What follows belongs to an exercise in optimizing a design on an open flow for small area; a production flow would make more cautious choices. Only simulation tests tie the RTL to the original design; equivalence was not proved. The flow treats the clock pin as an ideal source, which a real chip does not have. Power and IR drop assume default switching activity.

$ cat design.v
module conv_mac
(
    input  logic [7:0]  a,
    input  logic [7:0]  b,
    input  logic [15:0] p,
    output logic [15:0] result
);
    logic [15:0] row0;
    logic [15:0] row1;
    logic pp_0_0, pp_0_1, pp_0_2, pp_0_3, pp_0_4, pp_0_5, pp_0_6, pp_0_7, pp_1_0, pp_1_1, pp_1_2, pp_1_3, pp_1_4, pp_1_5, pp_1_6, pp_1_7, ppn_1_7, pp_2_0, pp_2_1, pp_2_2, pp_2_3, pp_2_4, pp_2_5, pp_2_6, pp_2_7, pp_3_0, pp_3_1, pp_3_2, pp_3_3, pp_3_4, pp_3_5, pp_3_6, pp_3_7, pp_4_0, pp_4_1, pp_4_2, pp_4_3, pp_4_4, pp_4_5, pp_4_6, pp_4_7, pp_5_0, pp_5_1, pp_5_2, pp_5_3, pp_5_4, pp_5_5, pp_5_6, pp_5_7, pp_6_0, pp_6_1, pp_6_2, pp_6_3, pp_6_4, pp_6_5, pp_6_6, pp_6_7, pp_7_0, pp_7_1, pp_7_2, pp_7_3, pp_7_4, pp_7_5, pp_7_6, pp_7_7, s1, c2, s3, c4, s5, c6, s7, c8, s9, c10, s11, c12, s13, c14, s15, c16, s17, c18, s19, c20, s21, c22, s23, c24, s25, c26, s27, c28, s29, c30, s31, c32, s33, c34, s35, c36, s37, c38, s39, c40, s41, c42, s43, c44, s45, c46, s47, c48, s49, c50, s51, c52, s53, c54, s55, c56, s57, c58, s59, c60, s61, c62, s63, c64, s65, c66, s67, c68, s69, c70, s71, c72, s73, c74, s75, c76, s77, c78, s79, c80, s81, c82, s83, c84, s85, c86, s87, c88, s89, c90, s91, c92, s93, c94, s95, c96, s97, c98, s99, c100, s101, c102, s103, c104, s105, c106, s107, c108, s109, c110, s111, c112, s113, c114, s115, c116, s117, c118, s119, c120, s121, c122, s123, c124, s125, c126;
    assign pp_0_0     = a[0] & b[0];
    assign pp_0_1     = a[0] & b[1];
    assign pp_0_2     = a[0] & b[2];
    assign pp_0_3     = a[0] & b[3];
    assign pp_0_4     = a[0] & b[4];
    assign pp_0_5     = a[0] & b[5];
    assign pp_0_6     = a[0] & b[6];
    assign pp_0_7     = ~(a[0] & b[7]);
    assign pp_1_0     = a[1] & b[0];
    assign pp_1_1     = a[1] & b[1];
    assign pp_1_2     = a[1] & b[2];
    assign pp_1_3     = a[1] & b[3];
    assign pp_1_4     = a[1] & b[4];
    assign pp_1_5     = a[1] & b[5];
    assign pp_1_6     = a[1] & b[6];
    assign pp_1_7     = a[1] & b[7];
    assign ppn_1_7    = ~(a[1] & b[7]);
    assign pp_2_0     = a[2] & b[0];
    assign pp_2_1     = a[2] & b[1];
    assign pp_2_2     = a[2] & b[2];
    assign pp_2_3     = a[2] & b[3];
    assign pp_2_4     = a[2] & b[4];
    assign pp_2_5     = a[2] & b[5];
    assign pp_2_6     = a[2] & b[6];
    assign pp_2_7     = ~(a[2] & b[7]);
    assign pp_3_0     = a[3] & b[0];
    assign pp_3_1     = a[3] & b[1];
    assign pp_3_2     = a[3] & b[2];
    assign pp_3_3     = a[3] & b[3];
    assign pp_3_4     = a[3] & b[4];
    assign pp_3_5     = a[3] & b[5];
    assign pp_3_6     = a[3] & b[6];
    assign pp_3_7     = ~(a[3] & b[7]);
    assign pp_4_0     = a[4] & b[0];
    assign pp_4_1     = a[4] & b[1];
    assign pp_4_2     = a[4] & b[2];
    assign pp_4_3     = a[4] & b[3];
    assign pp_4_4     = a[4] & b[4];
    assign pp_4_5     = a[4] & b[5];
    assign pp_4_6     = a[4] & b[6];
    assign pp_4_7     = ~(a[4] & b[7]);
    assign pp_5_0     = a[5] & b[0];
    assign pp_5_1     = a[5] & b[1];
    assign pp_5_2     = a[5] & b[2];
    assign pp_5_3     = a[5] & b[3];
    assign pp_5_4     = a[5] & b[4];
    assign pp_5_5     = a[5] & b[5];
    assign pp_5_6     = a[5] & b[6];
    assign pp_5_7     = ~(a[5] & b[7]);
    assign pp_6_0     = a[6] & b[0];
    assign pp_6_1     = a[6] & b[1];
    assign pp_6_2     = a[6] & b[2];
    assign pp_6_3     = a[6] & b[3];
    assign pp_6_4     = a[6] & b[4];
    assign pp_6_5     = a[6] & b[5];
    assign pp_6_6     = a[6] & b[6];
    assign pp_6_7     = ~(a[6] & b[7]);
    assign pp_7_0     = ~(a[7] & b[0]);
    assign pp_7_1     = ~(a[7] & b[1]);
    assign pp_7_2     = ~(a[7] & b[2]);
    assign pp_7_3     = ~(a[7] & b[3]);
    assign pp_7_4     = ~(a[7] & b[4]);
    assign pp_7_5     = ~(a[7] & b[5]);
    assign pp_7_6     = ~(a[7] & b[6]);
    assign pp_7_7     = a[7] & b[7];
    assign s1         = pp_0_5 ^ pp_1_4;
    assign c2         = pp_0_5 & pp_1_4;
    assign s3         = pp_0_6 ^ pp_1_5 ^ pp_2_4;
    assign c4         = (pp_0_6 & pp_1_5) | (pp_0_6 & pp_2_4) | (pp_1_5 & pp_2_4);
    assign s5         = pp_3_3 ^ pp_4_2;
    assign c6         = pp_3_3 & pp_4_2;
    assign s7         = pp_0_7 ^ pp_1_6 ^ pp_2_5;
    assign c8         = (pp_0_7 & pp_1_6) | (pp_0_7 & pp_2_5) | (pp_1_6 & pp_2_5);
    assign s9         = pp_3_4 ^ pp_4_3 ^ pp_5_2;
    assign c10        = (pp_3_4 & pp_4_3) | (pp_3_4 & pp_5_2) | (pp_4_3 & pp_5_2);
    assign s11        = pp_6_1 ^ pp_7_0;
    assign c12        = pp_6_1 & pp_7_0;
    assign s13        = pp_1_7 ^ pp_2_6 ^ pp_3_5;
    assign c14        = (pp_1_7 & pp_2_6) | (pp_1_7 & pp_3_5) | (pp_2_6 & pp_3_5);
    assign s15        = pp_4_4 ^ pp_5_3 ^ pp_6_2;
    assign c16        = (pp_4_4 & pp_5_3) | (pp_4_4 & pp_6_2) | (pp_5_3 & pp_6_2);
    assign s17        = pp_7_1 ^ p[8];
    assign c18        = pp_7_1 & p[8];
    assign s19        = ppn_1_7 ^ pp_2_7 ^ pp_3_6;
    assign c20        = (ppn_1_7 & pp_2_7) | (ppn_1_7 & pp_3_6) | (pp_2_7 & pp_3_6);
    assign s21        = pp_4_5 ^ pp_5_4 ^ pp_6_3;
    assign c22        = (pp_4_5 & pp_5_4) | (pp_4_5 & pp_6_3) | (pp_5_4 & pp_6_3);
    assign s23        = pp_7_2 ^ p[9];
    assign c24        = pp_7_2 & p[9];
    assign s25        = pp_3_7 ^ pp_4_6 ^ pp_5_5;
    assign c26        = (pp_3_7 & pp_4_6) | (pp_3_7 & pp_5_5) | (pp_4_6 & pp_5_5);
    assign s27        = pp_6_4 ^ pp_7_3;
    assign c28        = pp_6_4 & pp_7_3;
    assign s29        = pp_4_7 ^ pp_5_6;
    assign c30        = pp_4_7 & pp_5_6;
    assign s31        = pp_0_3 ^ pp_1_2;
    assign c32        = pp_0_3 & pp_1_2;
    assign s33        = pp_0_4 ^ pp_1_3 ^ pp_2_2;
    assign c34        = (pp_0_4 & pp_1_3) | (pp_0_4 & pp_2_2) | (pp_1_3 & pp_2_2);
    assign s35        = pp_3_1 ^ pp_4_0;
    assign c36        = pp_3_1 & pp_4_0;
    assign s37        = s1 ^ pp_2_3 ^ pp_3_2;
    assign c38        = (s1 & pp_2_3) | (s1 & pp_3_2) | (pp_2_3 & pp_3_2);
    assign s39        = pp_4_1 ^ pp_5_0 ^ p[5];
    assign c40        = (pp_4_1 & pp_5_0) | (pp_4_1 & p[5]) | (pp_5_0 & p[5]);
    assign s41        = c2 ^ s3 ^ s5;
    assign c42        = (c2 & s3) | (c2 & s5) | (s3 & s5);
    assign s43        = pp_5_1 ^ pp_6_0 ^ p[6];
    assign c44        = (pp_5_1 & pp_6_0) | (pp_5_1 & p[6]) | (pp_6_0 & p[6]);
    assign s45        = c4 ^ c6 ^ s7;
    assign c46        = (c4 & c6) | (c4 & s7) | (c6 & s7);
    assign s47        = s9 ^ s11 ^ p[7];
    assign c48        = (s9 & s11) | (s9 & p[7]) | (s11 & p[7]);
    assign s49        = c8 ^ c10 ^ c12;
    assign c50        = (c8 & c10) | (c8 & c12) | (c10 & c12);
    assign s51        = s13 ^ s15 ^ s17;
    assign c52        = (s13 & s15) | (s13 & s17) | (s15 & s17);
    assign s53        = c14 ^ c16 ^ c18;
    assign c54        = (c14 & c16) | (c14 & c18) | (c16 & c18);
    assign s55        = s19 ^ s21 ^ s23;
    assign c56        = (s19 & s21) | (s19 & s23) | (s21 & s23);
    assign s57        = c20 ^ c22 ^ c24;
    assign c58        = (c20 & c22) | (c20 & c24) | (c22 & c24);
    assign s59        = s25 ^ s27 ^ p[10];
    assign c60        = (s25 & s27) | (s25 & p[10]) | (s27 & p[10]);
    assign s61        = c26 ^ c28 ^ s29;
    assign c62        = (c26 & c28) | (c26 & s29) | (c28 & s29);
    assign s63        = pp_6_5 ^ pp_7_4 ^ p[11];
    assign c64        = (pp_6_5 & pp_7_4) | (pp_6_5 & p[11]) | (pp_7_4 & p[11]);
    assign s65        = c30 ^ pp_5_7 ^ pp_6_6;
    assign c66        = (c30 & pp_5_7) | (c30 & pp_6_6) | (pp_5_7 & pp_6_6);
    assign s67        = pp_7_5 ^ p[12];
    assign c68        = pp_7_5 & p[12];
    assign s69        = pp_6_7 ^ pp_7_6;
    assign c70        = pp_6_7 & pp_7_6;
    assign s71        = pp_0_2 ^ pp_1_1;
    assign c72        = pp_0_2 & pp_1_1;
    assign s73        = s31 ^ pp_2_1 ^ pp_3_0;
    assign c74        = (s31 & pp_2_1) | (s31 & pp_3_0) | (pp_2_1 & pp_3_0);
    assign s75        = c32 ^ s33 ^ s35;
    assign c76        = (c32 & s33) | (c32 & s35) | (s33 & s35);
    assign s77        = c34 ^ c36 ^ s37;
    assign c78        = (c34 & c36) | (c34 & s37) | (c36 & s37);
    assign s79        = c38 ^ c40 ^ s41;
    assign c80        = (c38 & c40) | (c38 & s41) | (c40 & s41);
    assign s81        = c42 ^ c44 ^ s45;
    assign c82        = (c42 & c44) | (c42 & s45) | (c44 & s45);
    assign s83        = c46 ^ c48 ^ s49;
    assign c84        = (c46 & c48) | (c46 & s49) | (c48 & s49);
    assign s85        = c50 ^ c52 ^ s53;
    assign c86        = (c50 & c52) | (c50 & s53) | (c52 & s53);
    assign s87        = c54 ^ c56 ^ s57;
    assign c88        = (c54 & c56) | (c54 & s57) | (c56 & s57);
    assign s89        = c58 ^ c60 ^ s61;
    assign c90        = (c58 & c60) | (c58 & s61) | (c60 & s61);
    assign s91        = c62 ^ c64 ^ s65;
    assign c92        = (c62 & c64) | (c62 & s65) | (c64 & s65);
    assign s93        = c66 ^ c68 ^ s69;
    assign c94        = (c66 & c68) | (c66 & s69) | (c68 & s69);
    assign s95        = c70 ^ pp_7_7;
    assign c96        = c70 & pp_7_7;
    assign s97        = pp_0_1 ^ pp_1_0;
    assign c98        = pp_0_1 & pp_1_0;
    assign s99        = s71 ^ pp_2_0 ^ p[2];
    assign c100       = (s71 & pp_2_0) | (s71 & p[2]) | (pp_2_0 & p[2]);
    assign s101       = c72 ^ s73 ^ p[3];
    assign c102       = (c72 & s73) | (c72 & p[3]) | (s73 & p[3]);
    assign s103       = c74 ^ s75 ^ p[4];
    assign c104       = (c74 & s75) | (c74 & p[4]) | (s75 & p[4]);
    assign s105       = c76 ^ s77 ^ s39;
    assign c106       = (c76 & s77) | (c76 & s39) | (s77 & s39);
    assign s107       = c78 ^ s79 ^ s43;
    assign c108       = (c78 & s79) | (c78 & s43) | (s79 & s43);
    assign s109       = c80 ^ s81 ^ s47;
    assign c110       = (c80 & s81) | (c80 & s47) | (s81 & s47);
    assign s111       = c82 ^ s83 ^ s51;
    assign c112       = (c82 & s83) | (c82 & s51) | (s83 & s51);
    assign s113       = c84 ^ s85 ^ s55;
    assign c114       = (c84 & s85) | (c84 & s55) | (s85 & s55);
    assign s115       = c86 ^ s87 ^ s59;
    assign c116       = (c86 & s87) | (c86 & s59) | (s87 & s59);
    assign s117       = c88 ^ s89 ^ s63;
    assign c118       = (c88 & s89) | (c88 & s63) | (s89 & s63);
    assign s119       = c90 ^ s91 ^ s67;
    assign c120       = (c90 & s91) | (c90 & s67) | (s91 & s67);
    assign s121       = c92 ^ s93 ^ p[13];
    assign c122       = (c92 & s93) | (c92 & p[13]) | (s93 & p[13]);
    assign s123       = c94 ^ s95 ^ p[14];
    assign c124       = (c94 & s95) | (c94 & p[14]) | (s95 & p[14]);
    assign s125       = c96 ^ p[15];
    assign c126       = c96 & p[15];
    assign row0 = {c124, c122, c120, c118, c116, c114, c112, c110, c108, c106, c104, c102, c100, c98, s97, pp_0_0};
    assign row1 = {s125, s123, s121, s119, s117, s115, s113, s111, s109, s107, s105, s103, s101, s99, p[1], p[0]};
    logic cc0, cc1, cc10, cc2, cc3, cc4, cc5, cc6, cc7, cc8, cc9, cs0, cs1, cs10, cs11, cs12, cs13, cs14, cs15, cs2, cs3, cs4, cs5, cs6, cs7, cs8, cs9, kc0_11, kc0_12, kc0_13, kc0_14, kc0_15, kc1_11, kc1_12, kc1_13, kc1_14, kc1_15, ks0_11, ks0_12, ks0_13, ks0_14, ks0_15, ks1_11, ks1_12, ks1_13, ks1_14, ks1_15;
    assign cs0 = pp_0_0 ^ p[0];
    assign cc0 = pp_0_0 & p[0];
    assign cs1 = s97 ^ p[1] ^ cc0;
    assign cc1 = (s97 & p[1]) | (s97 & cc0) | (p[1] & cc0);
    assign cs2 = c98 ^ s99 ^ cc1;
    assign cc2 = (c98 & s99) | (c98 & cc1) | (s99 & cc1);
    assign cs3 = c100 ^ s101 ^ cc2;
    assign cc3 = (c100 & s101) | (c100 & cc2) | (s101 & cc2);
    assign cs4 = c102 ^ s103 ^ cc3;
    assign cc4 = (c102 & s103) | (c102 & cc3) | (s103 & cc3);
    assign cs5 = c104 ^ s105 ^ cc4;
    assign cc5 = (c104 & s105) | (c104 & cc4) | (s105 & cc4);
    assign cs6 = c106 ^ s107 ^ cc5;
    assign cc6 = (c106 & s107) | (c106 & cc5) | (s107 & cc5);
    assign cs7 = c108 ^ s109 ^ cc6;
    assign cc7 = (c108 & s109) | (c108 & cc6) | (s109 & cc6);
    assign cs8 = c110 ^ s111 ^ cc7;
    assign cc8 = (c110 & s111) | (c110 & cc7) | (s111 & cc7);
    assign cs9 = c112 ^ s113 ^ cc8;
    assign cc9 = (c112 & s113) | (c112 & cc8) | (s113 & cc8);
    assign cs10 = c114 ^ s115 ^ cc9;
    assign cc10 = (c114 & s115) | (c114 & cc9) | (s115 & cc9);
    assign ks0_11 = c116 ^ s117;
    assign kc0_11 = c116 & s117;
    assign ks0_12 = c118 ^ s119 ^ kc0_11;
    assign kc0_12 = (c118 & s119) | (c118 & kc0_11) | (s119 & kc0_11);
    assign ks0_13 = c120 ^ s121 ^ kc0_12;
    assign kc0_13 = (c120 & s121) | (c120 & kc0_12) | (s121 & kc0_12);
    assign ks0_14 = c122 ^ s123 ^ kc0_13;
    assign kc0_14 = (c122 & s123) | (c122 & kc0_13) | (s123 & kc0_13);
    assign ks0_15 = c124 ^ s125 ^ kc0_14;
    assign kc0_15 = (c124 & s125) | (c124 & kc0_14) | (s125 & kc0_14);
    assign ks1_11 = c116 ^ s117 ^ 1'b1;
    assign kc1_11 = (c116 & s117) | (c116 & 1'b1) | (s117 & 1'b1);
    assign ks1_12 = c118 ^ s119 ^ kc1_11;
    assign kc1_12 = (c118 & s119) | (c118 & kc1_11) | (s119 & kc1_11);
    assign ks1_13 = c120 ^ s121 ^ kc1_12;
    assign kc1_13 = (c120 & s121) | (c120 & kc1_12) | (s121 & kc1_12);
    assign ks1_14 = c122 ^ s123 ^ kc1_13;
    assign kc1_14 = (c122 & s123) | (c122 & kc1_13) | (s123 & kc1_13);
    assign ks1_15 = c124 ^ s125 ^ kc1_14;
    assign kc1_15 = (c124 & s125) | (c124 & kc1_14) | (s125 & kc1_14);
    assign cs11 = cc10 ? ks1_11 : ks0_11;
    assign cs12 = cc10 ? ks1_12 : ks0_12;
    assign cs13 = cc10 ? ks1_13 : ks0_13;
    assign cs14 = cc10 ? ks1_14 : ks0_14;
    assign cs15 = cc10 ? ks1_15 : ks0_15;
    assign result = {~cs15, cs14, cs13, cs12, cs11, cs10, cs9, cs8, cs7, cs6, cs5, cs4, cs3, cs2, cs1, cs0};
endmodule
module conv_acc
(
    input  logic        clk,
    input  logic        arst_n,
    input  logic        wb_cyc,
    input  logic        wb_stb,
    input  logic        wb_we,
    input  logic [1:0]  wb_adr,
    input  logic [31:0] wb_dat_i,
    output logic        wb_ack,
    output logic [31:0] wb_dat_o
);
    logic        ack;
    logic        access;
    logic        wr_operand;
    logic        rd_result;
    logic        wr_clear;
    logic        push;
    logic        pop;
    logic        res_pop;
    logic        op_full;
    logic        op_empty_bus;
    logic        op_empty_pe;
    logic        res_empty;
    logic [3:0]  bus_lvl;
    logic [3:0]  credit;
    logic [1:0]  push_d;
    logic [4:0]  pop_d;
    logic [1:0]  rpop_d;
    logic [1:0]  pop_2;
    logic        push_2;
    logic        rpop_2;
    logic [2:0]  pe_lag;
    logic [2:0]  res_lag;
    logic        overflow;
    logic        underflow;
    logic        stat_q;
    logic        hit_q;
    logic [3:0]  count;
    logic [15:0] mem [16];
    logic [15:0] sel;
    logic [15:0] rdata;
    logic [15:0] result;
    assign access     = wb_cyc && wb_stb && !ack;
    assign wr_operand = access && wb_we && (wb_adr == 2'd0);
    assign rd_result  = access && !wb_we && (wb_adr == 2'd1);
    assign wr_clear   = access && wb_we && (wb_adr == 2'd3);
    assign pop_2   = {1'b0, pop_d[0]} + {1'b0, pop_d[1]};
    assign push_2  = push_d[0] | push_d[1];
    assign rpop_2  = rpop_d[0] | rpop_d[1];
    assign pe_lag  = {1'b0, pop_2} + {2'd0, push_2};
    assign res_lag = {1'b0, pop_2} + {2'd0, pop_d[2]} + {2'd0, pop_d[3]}
                   + {2'd0, pop_d[4]} + {2'd0, rpop_2};
    assign op_full      = bus_lvl[3];
    assign op_empty_bus = (bus_lvl == 4'd0);
    assign op_empty_pe  = (bus_lvl == {1'b0, pe_lag});
    assign res_empty    = (credit == {1'b0, res_lag});
    assign push    = wr_operand && !op_full;
    assign pop     = !op_empty_pe && !credit[3];
    assign res_pop = rd_result && !res_empty;
    assign hit_q   = rpop_d[0];
    assign count   = bus_lvl + credit - {2'd0, pop_2};
    always_ff @(posedge clk or negedge arst_n) begin
        if (!arst_n) begin
            ack     <= 1'b0;
            push_d  <= '0;
            pop_d   <= '0;
            rpop_d  <= '0;
            bus_lvl <= '0;
            credit  <= '0;
        end else begin
            ack     <= access;
            push_d  <= {push_d[0], push};
            pop_d   <= {pop_d[3:0], pop};
            rpop_d  <= {rpop_d[0], res_pop};
            bus_lvl <= bus_lvl + {3'd0, push} - {3'd0, pop_d[1]};
            credit  <= credit + {3'd0, pop} - {3'd0, rpop_d[1]};
        end
    end
    always_ff @(posedge clk) begin
        stat_q <= access && !wb_we && (wb_adr == 2'd2);
    end
    always_ff @(posedge clk or negedge arst_n) begin
        if (!arst_n) begin
            overflow  <= 1'b0;
            underflow <= 1'b0;
        end else if (wr_clear) begin
            overflow  <= 1'b0;
            underflow <= 1'b0;
        end else begin
            if (wr_operand && op_full) begin
                overflow <= 1'b1;
            end
            if (rd_result && res_empty) begin
                underflow <= 1'b1;
            end
        end
    end
    conv_mac u_mac (
        .a      (wb_dat_i[7:0]),
        .b      (wb_dat_i[15:8]),
        .p      (wb_dat_i[31:16]),
        .result (result)
    );
    always_ff @(posedge clk) begin
        if (push) begin
            mem[0] <= result;
            for (int i = 1; i < 16; i++) begin
                mem[i] <= mem[i - 1];
            end
        end
    end
    always_comb begin
        for (int i = 0; i < 16; i++) begin
            sel[i] = hit_q && (count == 4'(i + 1));
        end
    end
    always_comb begin
        rdata = '0;
        for (int i = 0; i < 16; i++) begin
            rdata = rdata | (mem[i] & {16{sel[i]}});
        end
    end
    assign wb_ack = ack;
    always_comb begin
        wb_dat_o       = '0;
        wb_dat_o[15:0] = rdata;
        wb_dat_o[3:0]  = rdata[3:0]
                       | ({4{stat_q}} & {!res_empty, op_empty_bus, underflow, overflow});
    end
endmodule
$ cat flow/run.sh
#!/bin/bash
# The standard layout (standard.sh) with these changes:
#  - synthesis maps adders without the Kogge-Stone carry map and skips the
#    early ABC pass inside yosys synth, so the explicit adder tree is
#    extracted into full/half adder cells as written;
#  - the final ABC mapping uses an area-oriented script (flow/area.abc);
#  - ports are buffered with the smallest buffer instead of a delay buffer;
#  - clock tree: small clock buffers, small sink clusters, no dummy loads;
#  - the constant-zero outputs share one tie cell (from synthesis) instead of one each;
#  - no setup repair at floorplan (ideal clocks there), later stages still repair.
# make's full output is in flow.log, each step's in orfs/logs.
set -uo pipefail
here=$PWD
export SYNTH_OPERATIONS_ARGS="-noabc"
export BUFFER_PORTS_ARGS="-buffer_cell sky130_fd_sc_hd__buf_1"
export FLOW_SYNTH_TCL=$here/synth_recipe.tcl
export MY_ABC_SCRIPT=$here/flow/area.abc
export SKIP_REPAIR_TIE_FANOUT=1
export REMOVE_ABC_BUFFERS=1
export CTS_ARGS="-sink_clustering_enable -repair_clock_nets -dont_use_dummy_load -buf_list sky130_fd_sc_hd__clkbuf_4 -sink_clustering_size 10 -sink_clustering_max_diameter 35"
sed "s#SYNTH_SCRIPT=[^ ]*#SYNTH_SCRIPT=$here/flow/my_synth.tcl#" standard.sh > my_standard.sh
bash my_standard.sh > flow.log 2>&1
$ cat flow/area.abc
&get -n
&st
&dch
&nf -R 1000
&put
$ cat flow/my_synth.tcl
# Wraps the standard flow's synthesis script; only the final ABC mapping script changes
# (area-oriented &dch/&nf mapping of the combinational logic). Registers,
# their names and cell types are left exactly as the standard synthesis.
proc abc {args} {
  set i [lsearch -exact $args -script]
  if {$i >= 0} { lset args [expr {$i + 1}] $::env(MY_ABC_SCRIPT) }
  yosys abc {*}$args
}
source $::env(FLOW_SYNTH_TCL)
$ cat standard.sh
#!/bin/bash
# synth_recipe.tcl (not shown) runs the flow's synth.tcl, then flattens the netlist and writes it again
# the make line also repeats each setting of config.mk as NAME=value (left out here)
make -C /OpenROAD-flow-scripts/flow DESIGN_CONFIG=/design/flow/config.mk WORK_HOME=/design/flow/orfs CLKGATE_MAP_FILE= SYNTH_SCRIPT=/design/flow/synth_recipe.tcl "${@:-finish}"
$ cat config.mk
export PLATFORM = sky130hd
export DESIGN_NAME = conv_acc
export DESIGN_NICKNAME = conv_acc
export VERILOG_FILES = /design/flow/design.v
export SDC_FILE = /design/flow/constraint.sdc
export NUM_CORES = 4
export LEC_CHECK = 0
export CAP_MARGIN = 5
export CORE_MARGIN = 2
export CORE_UTILIZATION = 70
export SLEW_MARGIN = 5
$ cat constraint.sdc
create_clock -name core_clock -period 7.0 [get_ports {clk}]
set_input_delay 1.4000 -clock core_clock [delete_from_list [all_inputs] [get_ports {clk}]]
set_output_delay 1.4000 -clock core_clock [all_outputs]
set_load 0.01 [all_outputs]
==> flow_summary.toml, run 1 <==
[status]
outcome = "complete, no violations"

[critical_path]
worst_setup_path_start_kind = "input pin"
worstSetupStartpoint = "wb_dat_i[1]"
r2r_slack_ns = 3.98
crit_required_ns = 7.32
r2r_cells = 10
critPathCaptureType = "register"
crit_path_end = "mem[0][15]"
crit_type = "input pin to register"
arrival_ns = 7.08
worstReg2RegEnd = "credit[3]"
critPathMaxFanout = 4
worstReg2RegStart = "push_d[0]"

[drt]
drc = 0
drt_iter0_drc = 874
routed_wl_um = 22400
ant_nets = 0
viasPerCell = 6.39
drt_pass1_iterations = 10
via_count = 6808
wl_per_cell_um = 21.0

[place]
place_ws_ns = -0.852
gp_congestion = 0.884
dpl.hpwl_um = 16000
io_buffer_count = 55

[logic_synthesis]
synth-xor-area-share_pct = 1.07
synth_area_sq_mm = 0.0123
ys_seq_area_share_pct = 66.8
synth_compound_area_share_pct = 8.01
synth_top_family_by_area = "adder cells"
synth_warnings = 2
synth_seq_cells = 277
synthFlopType = "edfxtp_1"
synth_cells = 737
synth-edff-count = 256
synth_area_per_cell_sq_um = 16.7
yosysUniqueCellTypes = 37
synthSimpleGateAreaFrac_pct = 6.91
synth_mux_area_share_pct = 0
synth_fa_ha_area_share_pct = 14.4
ys_async_sr_fraction_pct = 7.22

[sta]
rsz0062_at_grt = "no"
period_share_pct = 96.6
fin_ws_ns = 0.239
relSlewSlack_pct = 27.1
slew_viol_final = 0
post-route-min-period_ns = 6.76
max_freq_mhz = 148
tns_ns = 0
hold_viol_final = 0
setup_viol = 0
tightestPinTransition_ns = 1.09
finClkSkew_ns = 0.0757

[floorplanning]
dieHeight_um = 136
die-area_sq_mm = 0.0186
io_pins = 72
fp.dieW_um = 136
initial_utilization_pct = 71.3
rows = 48
coreArea_sq_mm = 0.0172

[global_route]
grt_pass1_vias = 6920
antenna_found_initial = 0
grt.total_usage_pct = 24.7
grt_overflow = 0
grt_max_degree = 217
grt_pass1_wl_um = 35300

[job]
maxCapViolations = 0

[cts]
cts_tree = "yes"
clk_path_buf_depth = 3
hold_buffers = 0
clock_sinks = 277
path_clk_slew_ns = 0.10
htree_num_levels = 2
root_buffer = "clkbuf_4"
cts_buffers = 37
clk_latency_ns = 0.62

[cells_and_area]
utilization_pct = 76.9
diodes = 0
fill_cells = 977
nNetsFinal = 981
area_growth_pct = 7.81
drive_gt1_share_pct = 12.0
final_common_cell = "edfxtp_1"
final_cell_mix = "edfxtp_1 (256), fa_1 (60), buf_1 (55), nand2_1 (49), and2_0 (49)"

[pwr]
power_density_mw_per_mm2 = 316
peakVddDrop_v = 0.000327
p_leak_uw = 0.00450

[min_path]
hp-class = "register to register"
## repair_timing
action                                  CTS  global route
buffers inserted                          2             1
pin swaps                                 3             7
endpoints found under the setup margin    6             5
gates resized for setup                  15            12
## critical path, stage by stage
cell	delay, ns
buf_1	0.11
and2_0	0.16
ha_1	0.31
fa_1	0.56
fa_1	0.46
fa_2	0.39
fa_2	0.41
fa_1	0.46
fa_2	0.42
fa_2	0.41
fa_2	0.41
fa_2	0.43
fa_2	0.41
nand2_1	0.07
o21ai_1	0.08
o21ba_1	0.19
o21bai_1	0.17
a21oi_1	0.10
xnor2_1	0.12
## cells in the mapped netlist, drive strengths merged, types with 10 or more instances
| cell | number | share of area [%] |
|---|---|---|
| nor2 | 20 | 0.61 |
| edfxtp | 256 | 63 |
| and2 | 49 | 2.5 |
| nand2 | 50 | 1.5 |
| clkinv | 35 | 1.1 |
| dfrtp | 20 | 4.1 |
| buf | 28 | 1.7 |
| a21oi | 14 | 0.57 |
| fa | 69 | 11 |
| ha | 31 | 3.2 |
| a222oi | 44 | 3.6 |
| a22oi | 30 | 1.8 |
| xnor2 | 10 | 0.71 |
| nand3 | 16 | 0.65 |
| a221o | 12 | 0.98 |
## flip-flops by register name (all words and copies together), names as in the netlist
signal and flops:
stat_q 1, push_d 2, bus_lvl 4, underflow 1, rpop_d 2, ack 1
pop_d 5, credit 4, mem 256, overflow 1
## layer usage
| metal | vias to the layer above | wire (um) | GRT usage, % |
|---|---|---|---|
| met5 | - | 0 | 0 |
| met4 | 0 | 395 | 6.13 |
| met3 | 45 | 1800 | 4.67 |
| met2 | 364 | 10900 | 39.3 |
| met1 | 3358 | 9260 | 36.2 |
| li1 | 3041 | - | - |
## cell families after synthesis
group,after synthesis
other cells,1
fa+ha+maj,100
flops,277
buf+inv,63
compound gates,116
simple gates,165
xor+xnor,15
## worst min-delay path by stage
stage	start	end	slack, ns	depth (start not counted)
after global placement	push_d[0]	push_d[1]	0.36	0
after detailed placement	push_d[0]	push_d[1]	0.36	0
after CTS	mem[1][8]	mem[2][8]	0.37	0
after floorplan	push_d[0]	push_d[1]	0.35	0
final	mem[1][8]	mem[2][8]	0.39	0
after global routing	mem[1][8]	mem[2][8]	0.37	0
## metrics by stage
stage / cells / total power, uW / hold slack [ns] / instance area (sq um)
after floorplan: 709 / 2950 / 0.347 / 12100
after global placement: 1025 / 3240 / 0.358 / 12900
after detailed placement: 1025 / 3320 / 0.363 / 12900
after CTS: 1064 / 4120 / 0.369 / 13200
after global routing: 1065 / 4440 / 0.370 / 13200
final: 1065 / 4190 / 0.394 / 13200
## where the power goes
group / total (uW) / internal, uW / switching, uW
logic: 1510 / 708 / 800
registers: 1970 / 1910 / 59.0
clock network: 713 / 245 / 468
## layout make-up
| type | instances | area [sq um] | share of cell area, % |
|---|---|---|---|
| multi-input cells | 397 | 3830 | 28.9 |
| inverters | 35 | 131 | 0.992 |
| flip-flops and latches | 277 | 8210 | 62.0 |
| clock buffers | 37 | 278 | 2.10 |
| repair buffers | 94 | 512 | 3.86 |
| well taps | 225 | 282 | 2.13 |
==> run 2: changes to the inputs <==
--- a/design.v
+++ b/design.v
@@ -375,10 +375,6 @@
         end
     end
-    assign wb_ack = ack;
-    always_comb begin
-        wb_dat_o       = '0;
-        wb_dat_o[15:0] = rdata;
-        wb_dat_o[3:0]  = rdata[3:0]
-                       | ({4{stat_q}} & {!res_empty, op_empty_bus, underflow, overflow});
-    end
+    assign wb_ack   = ack;
+    assign wb_dat_o = {16'd0, rdata[15:4],
+                       rdata[3:0] | ({4{stat_q}} & {!res_empty, op_empty_bus, underflow, overflow})};
 endmodule
--- a/config.mk
+++ b/config.mk
@@ -6,6 +6,6 @@
 export NUM_CORES = 4
 export LEC_CHECK = 0
-export CAP_MARGIN = 5
+export CAP_MARGIN = 20
 export CORE_MARGIN = 2
-export CORE_UTILIZATION = 70
-export SLEW_MARGIN = 5
+export CORE_UTILIZATION = 88
+export SLEW_MARGIN = 20
==> run 2 against run 1 <==
Compared with the run above:
- the flow now stops in clock tree synthesis (4_1_cts)
- synthesized cell count unchanged
- area after synthesis unchanged
==> flow_summary.toml, run 2 <==
[logic_synthesis]
synthTopCellsByCount = "edfxtp_1 (256), fa_1 (69), nand2_1 (50), and2_0 (49), a222oi_1 (44)"
synth_area_per_cell_sq_um = 16.7
synth-edff-count = 256
synthFlopType = "edfxtp_1"
synth_cells = 737
synth_area_leaders = "edfxtp_1 (63%), fa_1 (11%), dfrtp_1 (4.1%)"
yosysTopAreaCell = "edfxtp_1"
synth_area_sq_mm = 0.0123
synth_seq_cells = 277
yosysUniqueCellTypes = 37
yosysMostFrequentCell = "edfxtp_1"
netlist.area_leader.share_pct = 62.6
synth_warnings = 2
ys_async_sr_fraction_pct = 7.22
ys_seq_area_share_pct = 66.8

[cts]
cts_buffers = 39
post_cts_buffers = 6
htree_num_levels = 2
root_buffer = "clkbuf_4"
clock_sinks = 277
cts_resized = 44
hold_buffers = 0
clk_path_buf_depth = 3

[floorplanning]
io_pins = 72
fp.dieW_um = 122
dieHeight_um = 122
rows = 43
initial_utilization_pct = 89.2

[place]
dpl.hpwl_um = 20500
io_buffer_count = 55
gp_congestion = 0.899
place_ws_ns = -1.31

[status]
first-error = "[ERROR DPL-0033] detailed placement checks failed during check placement."
stop_stage = "clock tree synthesis (4_1_cts)"
outcome = "did not finish"
run 2: logic make-up after synthesis:
family	after synthesis	synth area share (%)
compound gates	116	8.01
simple gates	165	6.91
fa+ha+maj	100	14.4
buf+inv	63	2.78
flops	277	66.8
xor+xnor	15	1.07
other cells	1	0.0305
run 2: worst max path at each step:
stage	endpoint	depth (start not counted)
2_1_floorplan	bus_lvl[2]	6
3_5_place_dp	mem[0][15]	19
3_3_place_gp	mem[0][15]	19
run 2: power groups by stage:
stage	registers, uW	logic, uW	clock network (uW)
detailed placement	2010	1450	0
floorplan	2010	941	0
global placement	2000	1200	0
run 2: stage by stage:
step	TNS [ns]	instance area (sq um)	cells
after detailed placement	-4.78	12800	976
after global placement	-2.71	12800	976
after floorplan	-5426.21	12100	709
==> run 3: changes to the inputs <==
--- a/config.mk
+++ b/config.mk
@@ -8,4 +8,4 @@
 export CAP_MARGIN = 20
 export CORE_MARGIN = 2
-export CORE_UTILIZATION = 88
+export CORE_UTILIZATION = 80
 export SLEW_MARGIN = 20
==> run 3 against run 2 <==
Compared with the run above:
- now clean on timing, DRC and antenna
- synthesized cell count stayed put
- area after synthesis unchanged
==> flow_summary.toml, run 3 <==
[cells_and_area]
nNetsFinal = 987
largest_reg_flops = 256
area_growth_pct = 7.91
utilization_pct = 87.9
regMostFlops = "mem"
drive_gt1_share_pct = 13.4
final_common_cell = "edfxtp_1"
largest_registers = "mem: 256 flops, pop_d: 5 flops"
fill_cells = 633
seq_area_sq_mm = 0.00821
multi_input_area_sq_mm = 0.00383
final_cell_mix = "edfxtp_1 (256), fa_1 (60), buf_1 (54), nand2_1 (49), and2_0 (49)"

[logic_synthesis]
synth-edff-count = 256
synthFlopType = "edfxtp_1"
synthTopCellsByCount = "edfxtp_1 (256), fa_1 (69), nand2_1 (50), and2_0 (49), a222oi_1 (44)"
synth_top_family_by_area = "adder cells"
yosysUniqueCellTypes = 37
synth_fa_ha_area_share_pct = 14.4
yosysMostFrequentCell = "edfxtp_1"
synth_warnings = 2
ys_async_sr_fraction_pct = 7.22
synth_compound_area_share_pct = 8.01
synth_area_per_cell_sq_um = 16.7
ys_seq_area_share_pct = 66.8
synth_area_leaders = "edfxtp_1 (63%), fa_1 (11%), dfrtp_1 (4.1%)"
yosysTopAreaCell = "edfxtp_1"
synth_cells = 737
synth_seq_cells = 277
synth-xor-area-share_pct = 1.07
synthSimpleGateAreaFrac_pct = 6.91
synth_area_sq_mm = 0.0123
synth_mux_area_share_pct = 0
netlist.area_leader.share_pct = 62.6

[floorplanning]
rows = 45
dieHeight_um = 128
fp.dieW_um = 128
die-area_sq_mm = 0.0164
coreArea_sq_mm = 0.0151
initial_utilization_pct = 81.4
io_pins = 72

[drt]
via_count = 7242
viasPerCell = 6.99
wl_per_cell_um = 24.5
drt_pass1_iterations = 9
ant_nets = 0
drt_iter0_drc = 1156
drc = 0
routed_wl_um = 25400

[sta]
max_freq_mhz = 147
post-route-min-period_ns = 6.82
slew_viol_final = 0
hold_viol_final = 0
relSlewSlack_pct = 25.6
tightestPinTransition_ns = 1.12
setup_viol = 0
fin_ws_ns = 0.182
finClkSkew_ns = 0.0921
rsz0062_at_grt = "no"
tns_ns = 0
period_share_pct = 97.4

[cts]
hold_buffers = 0
root_buffer = "clkbuf_4"
cts_tree = "yes"
path_clk_slew_ns = 0.11
clk_latency_ns = 0.63
clk_path_buf_depth = 3
htree_num_levels = 2
clock_sinks = 277
cts_buffers = 37

[global_route]
grt_pass1_wl_um = 38900
grt_pass1_vias = 7329
antenna_found_initial = 1
grt_max_degree = 212
grt_overflow = 0
grt.total_usage_pct = 31.8

[place]
io_buffer_count = 55
gp_congestion = 0.862
dpl.hpwl_um = 16800
place_ws_ns = -0.933

[critical_path]
critPathMaxFanout = 4
critPathCaptureType = "register"
worstReg2RegStart = "push_d[0]"
arrival_ns = 7.15
crit_type = "input pin to register"
r2r_cells = 10
r2r_slack_ns = 3.81
worst_setup_path_start_kind = "input pin"
crit_required_ns = 7.33
worstReg2RegEnd = "credit[3]"

[min_path]
min_from = "mem[4][7]"
hold_depth = 0
worstHoldEndpoint = "mem[5][7]"
hp-class = "register to register"

[job]
maxCapViolations = 0

[status]
outcome = "complete, no violations"

[pwr]
p_leak_uw = 0.00453
total_power_uw = 4390
power_density_mw_per_mm2 = 331
peakVddDrop_v = 0.000398
==> run 3: cell counts after synthesis <==
No cell type changed its count.
==> run 3: power breakdown <==
group          internal, uW  total (uW)  leakage, uW  switching (uW)
logic                   769        1680      0.00180             911
clock network           245         738     0.000170             493
registers              1910        1970      0.00256            63.2
==> run 3: how the worst max path moves through the flow <==
stage,endpoint,startpoint,slack (ns)
finish,mem[0][15],wb_dat_i[1],0.18
global route,wb_dat_o[14],bus_lvl[1],0.006
CTS,mem[0][15],wb_dat_i[1],0.03
detailed placement,mem[0][15],wb_dat_i[1],-0.93
global placement,mem[0][15],wb_dat_i[1],-0.79
floorplan,bus_lvl[2],wb_adr[1],-22.95
==> run 3: cells by family after synthesis <==
group	count (synthesis)
DFF	277
adders and majority gates	100
buffers and inverters	63
xor gates and xnor gates	15
other	1
AOI/OAI and AO/OA	116
and+or+nand+nor	165
==> run 3: what timing repair did <==
| action | CTS | global route |
|---|---|---|
| pin swaps | 4 | 7 |
| setup endpoints to repair | 7 | 5 |
| resized for setup | 22 | 10 |
| endpoints found under the hold margin | 0 | 0 |
| buffers inserted | 2 | 8 |
==> run 3: layout make-up <==
type,instances,area share (%)
Sequential cell,277,61.9
Multi-Input combinational cell,397,28.9
Timing Repair Buffer,100,4.21
Clock buffer,37,2.09
Tap cell,188,1.77
Inverter,35,1.05
Antenna cell,2,0.0377
==> run 3: per-stage QoR <==
step | instance area [sq um] | cells | hold WS [ns]
6_report | 13300 | 1036 | 0.353
5_1_grt | 13300 | 1036 | 0.388
4_1_cts | 13200 | 1026 | 0.357
3_5_place_dp | 12800 | 987 | 0.367
3_3_place_gp | 12800 | 987 | 0.357
2_1_floorplan | 12100 | 709 | 0.347
==> run 3: critical path: stages <==
cell and delay (ns):
buf_1 0.11, and2_0 0.16, ha_1 0.33, fa_1 0.57, fa_1 0.46, fa_2 0.40
fa_2 0.41, fa_2 0.41, fa_2 0.43, fa_2 0.42, fa_2 0.42, fa_2 0.41
fa_1 0.46, nand2_1 0.08, o21ai_1 0.08, o21ba_1 0.19, o21bai_1 0.18, a21oi_1 0.10
xnor2_1 0.13
==> run 3: routing by layer <==
metal  GRT usage, %  vias to the layer above  wire [um]
li1               -                     3046          -
met1           42.1                     3575       9210
met2           52.9                      542      12900
met3           7.47                       79       2520
met4           12.0                        0        742
met5              0                        -          0
==> run 4: changes to the inputs <==
--- a/config.mk
+++ b/config.mk
@@ -8,4 +8,5 @@
 export CAP_MARGIN = 20
 export CORE_MARGIN = 2
-export CORE_UTILIZATION = 80
+export CORE_UTILIZATION = 70
 export SLEW_MARGIN = 20
+export TNS_END_PERCENT = 20
==> run 4 against run 3 <==
Compared with the run above:
- still clean
- die area increased by 14%
- area after synthesis is the same
- flip-flop and latch count unchanged
- count of clock-buffer cells in the layout rose by 3
- sequential share of layout area fell by 0.066 points
- final cell count grew 3.2%
- critical endpoint unchanged
- largest cell class unchanged
==> flow_summary.toml, run 4 <==
[status]
outcome = "complete, no violations"

[sta]
max_freq_mhz = 147
setup_viol = 0
post-route-min-period_ns = 6.81
finClkSkew_ns = 0.0918
hold_viol_final = 0
fin_ws_ns = 0.188
relSlewSlack_pct = 28.0
rsz0062_at_grt = "yes"
slew_viol_final = 0
period_share_pct = 97.3
tightestPinTransition_ns = 1.08

[cells_and_area]
drive_gt1_share_pct = 12.6
diodes = 0
nNetsFinal = 985
largest_registers = "mem: 256 flops, pop_d: 5 flops"
final_area_sq_mm = 0.0133
regMostFlops = "mem"
fill_cells = 997
final_cell_mix = "edfxtp_1 (256), fa_1 (60), buf_1 (54), nand2_1 (49), and2_0 (49)"
utilization_pct = 77.0
largest_reg_flops = 256
area_growth_pct = 7.99
final_common_cell = "edfxtp_1"

[floorplanning]
die-area_sq_mm = 0.0186
rows = 48
coreArea_sq_mm = 0.0172
dieHeight_um = 136
fp.dieW_um = 136
io_pins = 72
initial_utilization_pct = 71.3

[critical_path]
path_cells = "buf_1 > and2_0 > ha_1 > fa_1 > fa_1 > fa_2 > fa_2 > fa_2 > fa_2 > fa_2 > fa_2 > fa_2 > fa_2 > nand2_1 > o21ai_1 > o21ba_1 > o21bai_1 > a21oi_1 > xnor2_1"
worst_setup_path_start_kind = "input pin"
critPathMaxFanout = 4
critPathMaxStageDelay_ns = 0.57
worst_path_max_delay_cell = "fa_1"
critPathCaptureType = "register"
arrival_ns = 7.14
cp_common_cell = "fa_2"
crit_type = "input pin to register"
crit_required_ns = 7.32

[logic_synthesis]
synthTopCellsByCount = "edfxtp_1 (256), fa_1 (69), nand2_1 (50), and2_0 (49), a222oi_1 (44)"
yosysMostFrequentCell = "edfxtp_1"
synth_seq_cells = 277
ys_seq_area_share_pct = 66.8
synth_warnings = 2
yosysUniqueCellTypes = 37
synth_area_per_cell_sq_um = 16.7
synth_cells = 737
yosysTopAreaCell = "edfxtp_1"
ys_async_sr_fraction_pct = 7.22
netlist.area_leader.share_pct = 62.6
synthFlopType = "edfxtp_1"
synth-edff-count = 256
synth_area_sq_mm = 0.0123
synth_area_leaders = "edfxtp_1 (63%), fa_1 (11%), dfrtp_1 (4.1%)"

[cts]
cts_tree = "yes"
clock_sinks = 277
path_clk_slew_ns = 0.10
clk_latency_ns = 0.63
cts_buffers = 40
root_buffer = "clkbuf_4"
htree_num_levels = 2
clk_path_buf_depth = 3

[global_route]
antenna_found_initial = 0
grt_pass1_vias = 7130
grt_max_degree = 217
grt_pass1_wl_um = 36200
grt_overflow = 0
grt.total_usage_pct = 25.4

[drt]
drt_pass1_iterations = 10
ant_nets = 0
routed_wl_um = 22700
drt_iter0_drc = 1027
drc = 0
wl_per_cell_um = 21.3
viasPerCell = 6.38
via_count = 6820

[pwr]
peakVddDrop_v = 0.000426
p_leak_uw = 0.00452
power_density_mw_per_mm2 = 322
total_power_uw = 4280

[min_path]
hp-class = "register to register"

[place]
io_buffer_count = 55
gp_congestion = 0.884
place_ws_ns = -0.920
dpl_cell_area_sq_mm = 0.0129
dpl.hpwl_um = 16000

[job]
maxCapViolations = 0
run 4: stage by stage:
step | setup TNS [ns] | instances | hold slack, ns
final | 0 | 1069 | 0.385
after global routing | -0.00500 | 1069 | 0.384
after CTS | 0 | 1067 | 0.376
after detailed placement | -3.73 | 1025 | 0.364
after global placement | -2.89 | 1025 | 0.358
after floorplan | -5426.21 | 709 | 0.347
run 4: final timing paths:
path / end / slack, ns / cells past startpoint / start
hold reg to reg: mem[7][14] / 0.38 / 0 / mem[6][14]
hold / removal: mem[7][14] / 0.38 / 0 / mem[6][14]
setup reg to reg: credit[3] / 3.89 / 12 / pop_d[0]
max in group asynchronous: bus_lvl[3] / 5.90 / 1 / arst_n
setup / recovery: mem[0][15] / 0.19 / 19 / wb_dat_i[1]
min in group asynchronous: credit[1] / 0.71 / 1 / arst_n
run 4: critical path, delay by kind of cell:
kind	cells	cell delay, ns
AO/OA/AOI/OAI	4	0.58
XOR/XNOR	1	0.13
buffers and inverters	1	0.12
AND/OR/NAND/NOR	2	0.26
adder cells (fa/ha/maj)	11	4.63
run 4: cell type report:
class | instances | area, sq um | share of cell area (%)
Multi-Input combinational cell | 397 | 3820 | 28.8
Tap cell | 225 | 282 | 2.12
Inverter | 35 | 135 | 1.02
Clock buffer | 40 | 300 | 2.26
Sequential cell | 277 | 8210 | 61.9
Timing Repair Buffer | 95 | 520 | 3.92
run 4: report_power, final:
group	internal [uW]	total (uW)	switching, uW
Clock	264	736	472
Sequential	1910	1970	58.8
Combinational	723	1570	851
Total	2890	4280	1380
run 4: routing by layer:
| layer | track usage (%) | share of wire (%) | vias up |
|---|---|---|---|
| li1 | - | - | 3045 |
| met2 | 40.7 | 49 | 340 |
| met4 | 5.96 | 1.6 | 0 |
| met5 | 0 | 0 | - |
| met1 | 37.2 | 42 | 3404 |
| met3 | 4.67 | 7.3 | 31 |
run 4: cells by family after synthesis:
family                     Yosys count  share of synthesized area [%]
xor gates and xnor gates            15                           1.07
other                                1                         0.0305
buffers and inverters               63                           2.78
AOI/OAI and AO/OA                  116                           8.01
DFF                                277                           66.8
and+or+nand+nor                    165                           6.91
adders and majority gates          100                           14.4
run 4: what timing repair did:
item                                    CTS  global route
endpoints found under the setup margin    6             6
hold buffers                              0             0
pin swaps                                 2             6
gates cloned                              0             0
gates resized for setup                  14            12
buffers inserted                          2             2
==> run 5: changes to the inputs <==
--- a/config.mk
+++ b/config.mk
@@ -10,3 +10,3 @@
 export CORE_UTILIZATION = 70
 export SLEW_MARGIN = 20
-export TNS_END_PERCENT = 20
+export TNS_END_PERCENT = 0
==> run 5 against run 4 <==
Compared with the run above:
- count of clock-buffer cells in the layout is the same
- first-iteration DRC count is the same
- register-to-register slack is essentially flat
- still clean
- largest power group unchanged
==> flow_summary.toml, run 5 <==
[global_route]
grt_pass1_wl_um = 36200
antenna_found_initial = 0
grt.total_usage_pct = 25.4
grt_max_degree = 217
grt_pass1_vias = 7130
grt_overflow = 0

[critical_path]
worstReg2RegEnd = "credit[3]"
worst_path_max_delay_cell = "fa_1"
crit_required_ns = 7.32
path_cells = "buf_1 > and2_0 > ha_1 > fa_1 > fa_1 > fa_2 > fa_2 > fa_2 > fa_2 > fa_2 > fa_2 > fa_2 > fa_2 > nand2_1 > o21ai_1 > o21ba_1 > o21bai_1 > a21oi_1 > xnor2_1"
critPathMaxFanout = 4
worstReg2RegStart = "pop_d[0]"
critPathMaxStageDelay_ns = 0.57
cp_top_family = "adder cells"
critPathCaptureType = "register"
r2r_slack_ns = 3.89
critPathBufInv = 1
worstSetupStartpoint = "wb_dat_i[1]"
cp.depth = 19
crit_path_end = "mem[0][15]"
arrival_ns = 7.14
cp_common_cell = "fa_2"
crit_type = "input pin to register"
r2r_cells = 12
worst_setup_path_start_kind = "input pin"

[logic_synthesis]
netlist.area_leader.share_pct = 62.6
synth_area_leaders = "edfxtp_1 (63%), fa_1 (11%), dfrtp_1 (4.1%)"
synth-edff-count = 256
synth_seq_cells = 277
synthTopCellsByCount = "edfxtp_1 (256), fa_1 (69), nand2_1 (50), and2_0 (49), a222oi_1 (44)"
synth_area_sq_mm = 0.0123
yosysUniqueCellTypes = 37
synth_area_per_cell_sq_um = 16.7
synth_warnings = 2
ys_seq_area_share_pct = 66.8
ys_async_sr_fraction_pct = 7.22
yosysMostFrequentCell = "edfxtp_1"
yosysTopAreaCell = "edfxtp_1"
synthFlopType = "edfxtp_1"
synth_cells = 737

[place]
place_ws_ns = -0.920
gp_congestion = 0.884
dpl.hpwl_um = 16000
io_buffer_count = 55

[sta]
setup_viol = 0
post-route-min-period_ns = 6.81
hold_viol_final = 0
fin_ws_ns = 0.188
tightestPinTransition_ns = 1.08
finClkSkew_ns = 0.0918
slew_viol_final = 0
rsz0062_at_grt = "yes"
period_share_pct = 97.3
max_freq_mhz = 147
relSlewSlack_pct = 28.0

[status]
outcome = "complete, no violations"

[drt]
wl_per_cell_um = 21.3
drt_iter0_drc = 1027
drc = 0
viasPerCell = 6.38
routed_wl_um = 22700
ant_nets = 0
via_count = 6820
drt_pass1_iterations = 10

[cts]
path_clk_slew_ns = 0.10
clock_sinks = 277
htree_num_levels = 2
clk_latency_ns = 0.63
hold_buffers = 0
clk_path_buf_depth = 3
cts_tree = "yes"
root_buffer = "clkbuf_4"
cts_buffers = 40

[floorplanning]
rows = 48
die-area_sq_mm = 0.0186
fp.dieW_um = 136
dieHeight_um = 136
io_pins = 72
initial_utilization_pct = 71.3
coreArea_sq_mm = 0.0172

[cells_and_area]
drive_gt1_share_pct = 12.6
nNetsFinal = 985
area_growth_pct = 7.99
regMostFlops = "mem"
multi_input_area_sq_mm = 0.00382
largest_reg_flops = 256
diodes = 0
final_cell_mix = "edfxtp_1 (256), fa_1 (60), buf_1 (54), nand2_1 (49), and2_0 (49)"
utilization_pct = 77.0
seq_area_sq_mm = 0.00821
fill_cells = 997
largest_registers = "mem: 256 flops, pop_d: 5 flops"
final_common_cell = "edfxtp_1"

[min_path]
hp-class = "register to register"
min_from = "mem[6][14]"

[pwr]
p_leak_uw = 0.00452
peakVddDrop_v = 0.000426
power_density_mw_per_mm2 = 322

[job]
maxCapViolations = 0
## run 5: area by class of cell
class,count,share of cell area (%)
Sequential cell,277,61.9
Multi-Input combinational cell,397,28.8
Timing Repair Buffer,95,3.92
Clock buffer,40,2.26
Tap cell,225,2.12
Inverter,35,1.02
## run 5: cell families (layout without fill, tap and decap cells)
group | Yosys count | after routing | synth area share [%]
xor gates and xnor gates | 15 | 15 | 1.07
AOI/OAI and AO/OA | 116 | 116 | 8.01
adders and majority gates | 100 | 100 | 14.4
DFF | 277 | 277 | 66.8
and+or+nand+nor | 165 | 165 | 6.91
other | 1 | 1 | 0.0305
buffers and inverters | 63 | 170 | 2.78
## run 5: stage by stage
step | std cells | TNS, ns | cell area, sq um | total power [uW] | hold slack (ns)
floorplan | 709 | -5426.21 | 12100 | 2950 | 0.347
global placement | 1025 | -2.89 | 12900 | 3240 | 0.358
detailed placement | 1025 | -3.73 | 12900 | 3340 | 0.364
CTS | 1067 | 0 | 13200 | 4180 | 0.376
global route | 1069 | -0.00500 | 13300 | 4530 | 0.384
finish | 1069 | 0 | 13300 | 4280 | 0.385
## run 5: worst min path at each step
stage | to | slack (ns) | cells after the start
global placement | push_d[1] | 0.36 | 0
finish | mem[7][14] | 0.38 | 0
global route | mem[7][14] | 0.38 | 0
floorplan | push_d[1] | 0.35 | 0
detailed placement | push_d[1] | 0.36 | 0
CTS | mem[7][14] | 0.38 | 0
## run 5: power breakdown
group | switching (uW) | internal [uW]
Sequential | 58.8 | 1910
Combinational | 851 | 723
Clock | 472 | 264
## run 5: layer usage
| metal | track usage [%] | up-vias | share of wire, % |
|---|---|---|---|
| met3 | 4.67 | 31 | 7.3 |
| li1 | - | 3045 | - |
| met4 | 5.96 | 0 | 1.6 |
| met5 | 0 | - | 0 |
| met2 | 40.7 | 340 | 49 |
| met1 | 37.2 | 3404 | 42 |
## run 5: timing repair
item,CTS,global route
pin swaps,2,6
buffers inserted,2,2
resized for setup,14,12
setup endpoints to repair,6,6
gates cloned,0,0
==> run 6: changes to the inputs <==
--- a/config.mk
+++ b/config.mk
@@ -10,3 +10,2 @@
 export CORE_UTILIZATION = 70
 export SLEW_MARGIN = 20
-export TNS_END_PERCENT = 0
==> run 6 against run 5 <==
Compared with the run above:
- worst setup slack is the same
- largest power group unchanged
- still clean on timing, DRC and antenna
- final cell count stayed put
- critical path type unchanged
- area after synthesis is the same
==> flow_summary.toml, run 6 <==
[drt]
drt_iter0_drc = 1027
drt_pass1_iterations = 10
wl_per_cell_um = 21.3
ant_nets = 0
routed_wl_um = 22700
viasPerCell = 6.38
via_count = 6820
drc = 0

[place]
gp_congestion = 0.884
dp.cells = 1025
dpl.hpwl_um = 16000
io_buffer_count = 55

[floorplanning]
io_pins = 72
dieHeight_um = 136
fp.dieW_um = 136
coreArea_sq_mm = 0.0172
die-area_sq_mm = 0.0186
rows = 48
initial_utilization_pct = 71.3

[sta]
hold-worst-slack_ns = 0.385
tightestPinTransition_ns = 1.08
setup_viol = 0
post-route-min-period_ns = 6.81
tns_ns = 0
rsz0062_at_grt = "yes"
hold_viol_final = 0
relSlewSlack_pct = 28.0
slew_viol_final = 0
finClkSkew_ns = 0.0918
period_share_pct = 97.3
max_freq_mhz = 147

[critical_path]
path_cells = "buf_1 > and2_0 > ha_1 > fa_1 > fa_1 > fa_2 > fa_2 > fa_2 > fa_2 > fa_2 > fa_2 > fa_2 > fa_2 > nand2_1 > o21ai_1 > o21ba_1 > o21bai_1 > a21oi_1 > xnor2_1"
arrival_ns = 7.14
worst_setup_path_start_kind = "input pin"
crit_required_ns = 7.32
critPathMaxFanout = 4
critPathMaxStageDelay_ns = 0.57
crit_type = "input pin to register"
critPathCaptureType = "register"
cp_common_cell = "fa_2"
worst_path_max_delay_cell = "fa_1"

[logic_synthesis]
synth-edff-count = 256
netlist.area_leader.share_pct = 62.6
ys_seq_area_share_pct = 66.8
yosysTopAreaCell = "edfxtp_1"
yosysUniqueCellTypes = 37
synth_seq_cells = 277
synth_area_per_cell_sq_um = 16.7
synth_cells = 737
ys_async_sr_fraction_pct = 7.22
synthTopCellsByCount = "edfxtp_1 (256), fa_1 (69), nand2_1 (50), and2_0 (49), a222oi_1 (44)"
synth_warnings = 2
synth_area_sq_mm = 0.0123
yosysMostFrequentCell = "edfxtp_1"
synth_area_leaders = "edfxtp_1 (63%), fa_1 (11%), dfrtp_1 (4.1%)"
synthFlopType = "edfxtp_1"

[cells_and_area]
seq_area_sq_mm = 0.00821
largest_reg_flops = 256
multi_input_area_sq_mm = 0.00382
fill_cells = 997
final_cell_mix = "edfxtp_1 (256), fa_1 (60), buf_1 (54), nand2_1 (49), and2_0 (49)"
area_growth_pct = 7.99
diodes = 0
largest_registers = "mem: 256 flops, pop_d: 5 flops"
final_common_cell = "edfxtp_1"
nNetsFinal = 985
utilization_pct = 77.0
regMostFlops = "mem"
drive_gt1_share_pct = 12.6
stdcell_count = 1069

[pwr]
total_power_uw = 4280
p_leak_uw = 0.00452
power_density_mw_per_mm2 = 322
peakVddDrop_v = 0.000426

[global_route]
antenna_found_initial = 0
grt_pass1_vias = 7130
grt_max_degree = 217
grt_overflow = 0
grt_pass1_wl_um = 36200
grt.total_usage_pct = 25.4

[cts]
clock_sinks = 277
clk_latency_ns = 0.63
cts_tree = "yes"
cts_buffers = 40
root_buffer = "clkbuf_4"
htree_num_levels = 2
clk_path_buf_depth = 3
path_clk_slew_ns = 0.10

[min_path]
hp-class = "register to register"

[job]
maxCapViolations = 0

[status]
outcome = "complete, no violations"
run 6: final cells by class:
class	count	area share (%)
clock buffers	40	2.26
inverters	35	1.02
multi-input cells	397	28.8
flip-flops and latches	277	61.9
well taps	225	2.12
repair buffers	95	3.92
run 6: timing repair:
| action | in CTS | in global routing |
|---|---|---|
| cloned | 0 | 0 |
| pin swaps | 2 | 6 |
| gates resized for setup | 14 | 12 |
| setup buffers | 2 | 2 |
| hold buffers | 0 | 0 |
| setup endpoints to repair | 6 | 6 |
run 6: path summary, 6_finish.rpt:
| check | start | endpoint | slack (ns) | depth (start not counted) |
|---|---|---|---|---|
| worst max-delay path | wb_dat_i[1] | mem[0][15] | 0.19 | 19 |
| worst min-delay path | mem[6][14] | mem[7][14] | 0.38 | 0 |
| worst max register to register | pop_d[0] | credit[3] | 3.89 | 12 |
| worst min register to register | mem[6][14] | mem[7][14] | 0.38 | 0 |
| max in group asynchronous | arst_n | bus_lvl[3] | 5.90 | 1 |
| min in group asynchronous | arst_n | credit[1] | 0.71 | 1 |
run 6: routing by layer:
metal  vias to the layer above  GRT usage (%)  share of wire [%]
met4                         0           5.96                1.6
met2                       340           40.7                 49
met5                         -              0                  0
met3                        31           4.67                7.3
met1                      3404           37.2                 42
li1                       3045              -                  -
run 6: logic make-up after synthesis:
group | count (synthesis) | synth area share, %
adders and majority gates | 100 | 14.4
and+or+nand+nor | 165 | 6.91
other | 1 | 0.0305
xor gates and xnor gates | 15 | 1.07
AOI/OAI and AO/OA | 116 | 8.01
buffers and inverters | 63 | 2.78
DFF | 277 | 66.8
run 6: metrics by stage:
step                worst slack (ns)  area, sq um
floorplan                     -22.95        12100
global placement              -0.761        12900
detailed placement            -0.920        12900
CTS                          0.00358        13200
global route                -0.00500        13300
finish                         0.188        13300
run 6: worst max-delay path, delay by kind of cell:
family                     cells  cell delay (ns)
xor gates and xnor gates       1             0.13
and+or+nand+nor                2             0.26
buffers and inverters          1             0.12
adders and majority gates     11             4.63
AOI/OAI and AO/OA              4             0.58
run 6: report_power, final:
part / total (uW) / internal, uW / leakage, uW / switching [uW]
sequential: 1970 / 1910 / 0.00256 / 58.8
combinational: 1570 / 723 / 0.00178 / 851
clock: 736 / 264 / 0.000184 / 472
total: 4280 / 2890 / 0.00452 / 1380
==> run 7: changes to the inputs <==
--- a/config.mk
+++ b/config.mk
@@ -6,6 +6,6 @@
 export NUM_CORES = 4
 export LEC_CHECK = 0
-export CAP_MARGIN = 20
+export CAP_MARGIN = 5
 export CORE_MARGIN = 2
 export CORE_UTILIZATION = 70
-export SLEW_MARGIN = 20
+export SLEW_MARGIN = 5
==> run 7 against run 6 <==
Compared with the run above:
- still clean
- clock skew is 0.0021 ns lower
- fmax is essentially flat
- clock power hardly changed
- sequential share of layout area hardly changed
- count of clock-buffer cells in the layout is the same
- critical endpoint unchanged
- largest power group unchanged
==> flow_summary.toml, run 7 <==
[critical_path]
r2r_cells = 12
worstSetupStartpoint = "wb_dat_i[1]"
critPathCaptureType = "register"
worstReg2RegEnd = "credit[3]"
worst_setup_path_start_kind = "input pin"
critPathBufInv = 1
crit_type = "input pin to register"
worstReg2RegStart = "pop_d[0]"
crit_required_ns = 7.32
crit_path_end = "mem[0][15]"
arrival_ns = 7.14
cp.depth = 19
critPathMaxFanout = 4
critPathMaxStageDelay_ns = 0.57
cp_common_cell = "fa_2"
path_cells = "buf_1 > and2_0 > ha_1 > fa_1 > fa_1 > fa_2 > fa_2 > fa_2 > fa_2 > fa_2 > fa_2 > fa_2 > fa_2 > nand2_1 > o21ai_1 > o21ba_1 > o21bai_1 > a21oi_1 > xnor2_1"
worst_path_max_delay_cell = "fa_1"
r2r_slack_ns = 3.88
cp_top_family = "adder cells"

[cts]
cts_buffers = 40
path_clk_slew_ns = 0.10
clk_path_buf_depth = 3
root_buffer = "clkbuf_4"
clk_latency_ns = 0.62
clock_sinks = 277
htree_num_levels = 2
cts_tree = "yes"

[floorplanning]
die-area_sq_mm = 0.0186
rows = 48
fp.dieW_um = 136
dieHeight_um = 136
initial_utilization_pct = 71.3
coreArea_sq_mm = 0.0172
io_pins = 72

[sta]
tns_ns = 0
setup_viol = 0
max_freq_mhz = 147
post-route-min-period_ns = 6.81
hold_viol_final = 0
slew_viol_final = 0
tightestPinTransition_ns = 1.09
finClkSkew_ns = 0.0897
relSlewSlack_pct = 27.2
rsz0062_at_grt = "yes"
fin_ws_ns = 0.186
period_share_pct = 97.3

[global_route]
antenna_found_initial = 0
grt_pass1_wl_um = 36200
grt_pass1_vias = 7130
grt_overflow = 0
grt_max_degree = 217
grt.total_usage_pct = 25.4

[place]
place_ws_ns = -0.920
gp_congestion = 0.884
dpl_cell_area_sq_mm = 0.0129
io_buffer_count = 55
dpl.hpwl_um = 16000

[cells_and_area]
utilization_pct = 77.0
final_common_cell = "edfxtp_1"
regMostFlops = "mem"
final_cell_mix = "edfxtp_1 (256), fa_1 (60), buf_1 (55), nand2_1 (49), and2_0 (49)"
largest_reg_flops = 256
drive_gt1_share_pct = 12.4
area_growth_pct = 7.98
fill_cells = 998
diodes = 0
largest_registers = "mem: 256 flops, pop_d: 5 flops"
nNetsFinal = 985
final_area_sq_mm = 0.0133

[pwr]
peakVddDrop_v = 0.000428
p_leak_uw = 0.00452
power_density_mw_per_mm2 = 322

[drt]
wl_per_cell_um = 21.2
drc = 0
ant_nets = 0
drt_iter0_drc = 1028
via_count = 6806
viasPerCell = 6.37
drt_pass1_iterations = 8
routed_wl_um = 22700

[logic_synthesis]
netlist.area_leader.share_pct = 62.6
synth_area_sq_mm = 0.0123
synth-edff-count = 256
yosysUniqueCellTypes = 37
synth_seq_cells = 277
ys_async_sr_fraction_pct = 7.22
synth_cells = 737
yosysMostFrequentCell = "edfxtp_1"
synthFlopType = "edfxtp_1"
synth_warnings = 2
yosysTopAreaCell = "edfxtp_1"
synthTopCellsByCount = "edfxtp_1 (256), fa_1 (69), nand2_1 (50), and2_0 (49), a222oi_1 (44)"
ys_seq_area_share_pct = 66.8
synth_area_per_cell_sq_um = 16.7
synth_area_leaders = "edfxtp_1 (63%), fa_1 (11%), dfrtp_1 (4.1%)"

[min_path]
hp-class = "register to register"

[job]
maxCapViolations = 0

[status]
outcome = "complete, no violations"
[run 7: timing repair]
action                     in CTS  in global routing
hold endpoints to repair        0                  0
buffers inserted                2                  2
setup endpoints to repair       6                  6
pin swaps                       2                  6
hold buffers                    0                  0
gates resized for setup        14                 12
cloned                          0                  0
[run 7: cell type report]
type | count | area [sq um] | share of cell area [%]
Sequential cell | 277 | 8210 | 61.9
Multi-Input combinational cell | 397 | 3820 | 28.8
Timing Repair Buffer | 95 | 519 | 3.91
Clock buffer | 40 | 300 | 2.26
Tap cell | 225 | 282 | 2.12
Inverter | 35 | 135 | 1.02
[run 7: worst min path at each step]
stage,depth (start not counted),startpoint,endpoint,slack (ns)
after floorplan,0,push_d[0],push_d[1],0.35
after global placement,0,push_d[0],push_d[1],0.36
final,0,mem[6][14],mem[7][14],0.39
after detailed placement,0,push_d[0],push_d[1],0.36
after global routing,0,mem[6][14],mem[7][14],0.38
after CTS,0,mem[6][14],mem[7][14],0.38
[run 7: through the flow]
step / cells / hold slack (ns) / total power, uW
CTS: 1067 / 0.376 / 4180
global route: 1069 / 0.384 / 4530
global placement: 1025 / 0.358 / 3240
finish: 1069 / 0.386 / 4270
detailed placement: 1025 / 0.364 / 3340
floorplan: 709 / 0.347 / 2950
[run 7: kinds of logic (layout without fill, tap and decap cells)]
| group | count (synthesis) | in the layout | synth area share [%] |
|---|---|---|---|
| AND/OR/NAND/NOR | 165 | 165 | 6.91 |
| adder cells (fa/ha/maj) | 100 | 100 | 14.4 |
| AO/OA/AOI/OAI | 116 | 116 | 8.01 |
| buffers and inverters | 63 | 170 | 2.78 |
| flip-flops | 277 | 277 | 66.8 |
| XOR/XNOR | 15 | 15 | 1.07 |
| other | 1 | 1 | 0.0305 |
[run 7: where the power goes]
group | total [uW] | switching [uW] | internal, uW
Combinational | 1570 | 846 | 722
Sequential | 1970 | 58.6 | 1910
Clock | 734 | 471 | 264
Total | 4270 | 1380 | 2890
[run 7: metal layers]
metal  GRT usage, %  up-vias  share of wire [%]
met4           5.96        0                1.6
met3           4.67       31                7.1
met5              0        -                  0
li1               -     3047                  -
met2           40.7      339                 49
met1           37.2     3389                 42

[re-timing with driven ports]
The flow's constraints put no driver on any port. The routed layouts listed below were extracted and timed again, unchanged, in two steps.
Step 1 (the two cells are an assumption about what drives the block):
set clk [get_ports {clk}]
set_driving_cell -lib_cell sky130_fd_sc_hd__clkbuf_16 $clk
set_driving_cell -lib_cell sky130_fd_sc_hd__buf_2 [delete_from_list [all_inputs] $clk]
Step 2 times the ports against the registers' clock, not the clock port: input delays grow and output delays shrink by t, the midpoint of the rising clock arrivals with the driver on.
a / b / c = no drivers / after step 1 / after step 2; a / b = the first two.
| run | t (ns) | setup WS [ns] | hold WS [ns] | clock arrival spread, ns | worst register clock-pin slew, ns |
|---|---|---|---|---|---|
| run 1 | 0.618 | 0.239 / 0.250 / -0.368 | 0.394 / 0.394 / 0.394 | 0.088 / 0.088 | 0.12 / 0.12 |
| run 3 | 0.627 | 0.182 / 0.151 / -0.424 | 0.353 / 0.353 / 0.353 | 0.097 / 0.096 | 0.11 / 0.11 |
| run 4 | 0.617 | 0.188 / 0.200 / -0.417 | 0.385 / 0.385 / 0.385 | 0.104 / 0.104 | 0.10 / 0.10 |
| run 5 | 0.617 | 0.188 / 0.200 / -0.417 | 0.385 / 0.385 / 0.385 | 0.104 / 0.104 | 0.10 / 0.10 |
| run 6 | 0.617 | 0.188 / 0.200 / -0.417 | 0.385 / 0.385 / 0.385 | 0.104 / 0.104 | 0.10 / 0.10 |
| run 7 | 0.615 | 0.186 / 0.198 / -0.417 | 0.386 / 0.386 / 0.386 | 0.100 / 0.100 | 0.10 / 0.10 |
With both steps, setup timing fails in every run listed, where it was met with ideal ports. For run 1, which loses most, drivers alone change the setup slack by +0.011 ns; drivers and shift together by -0.607 ns.
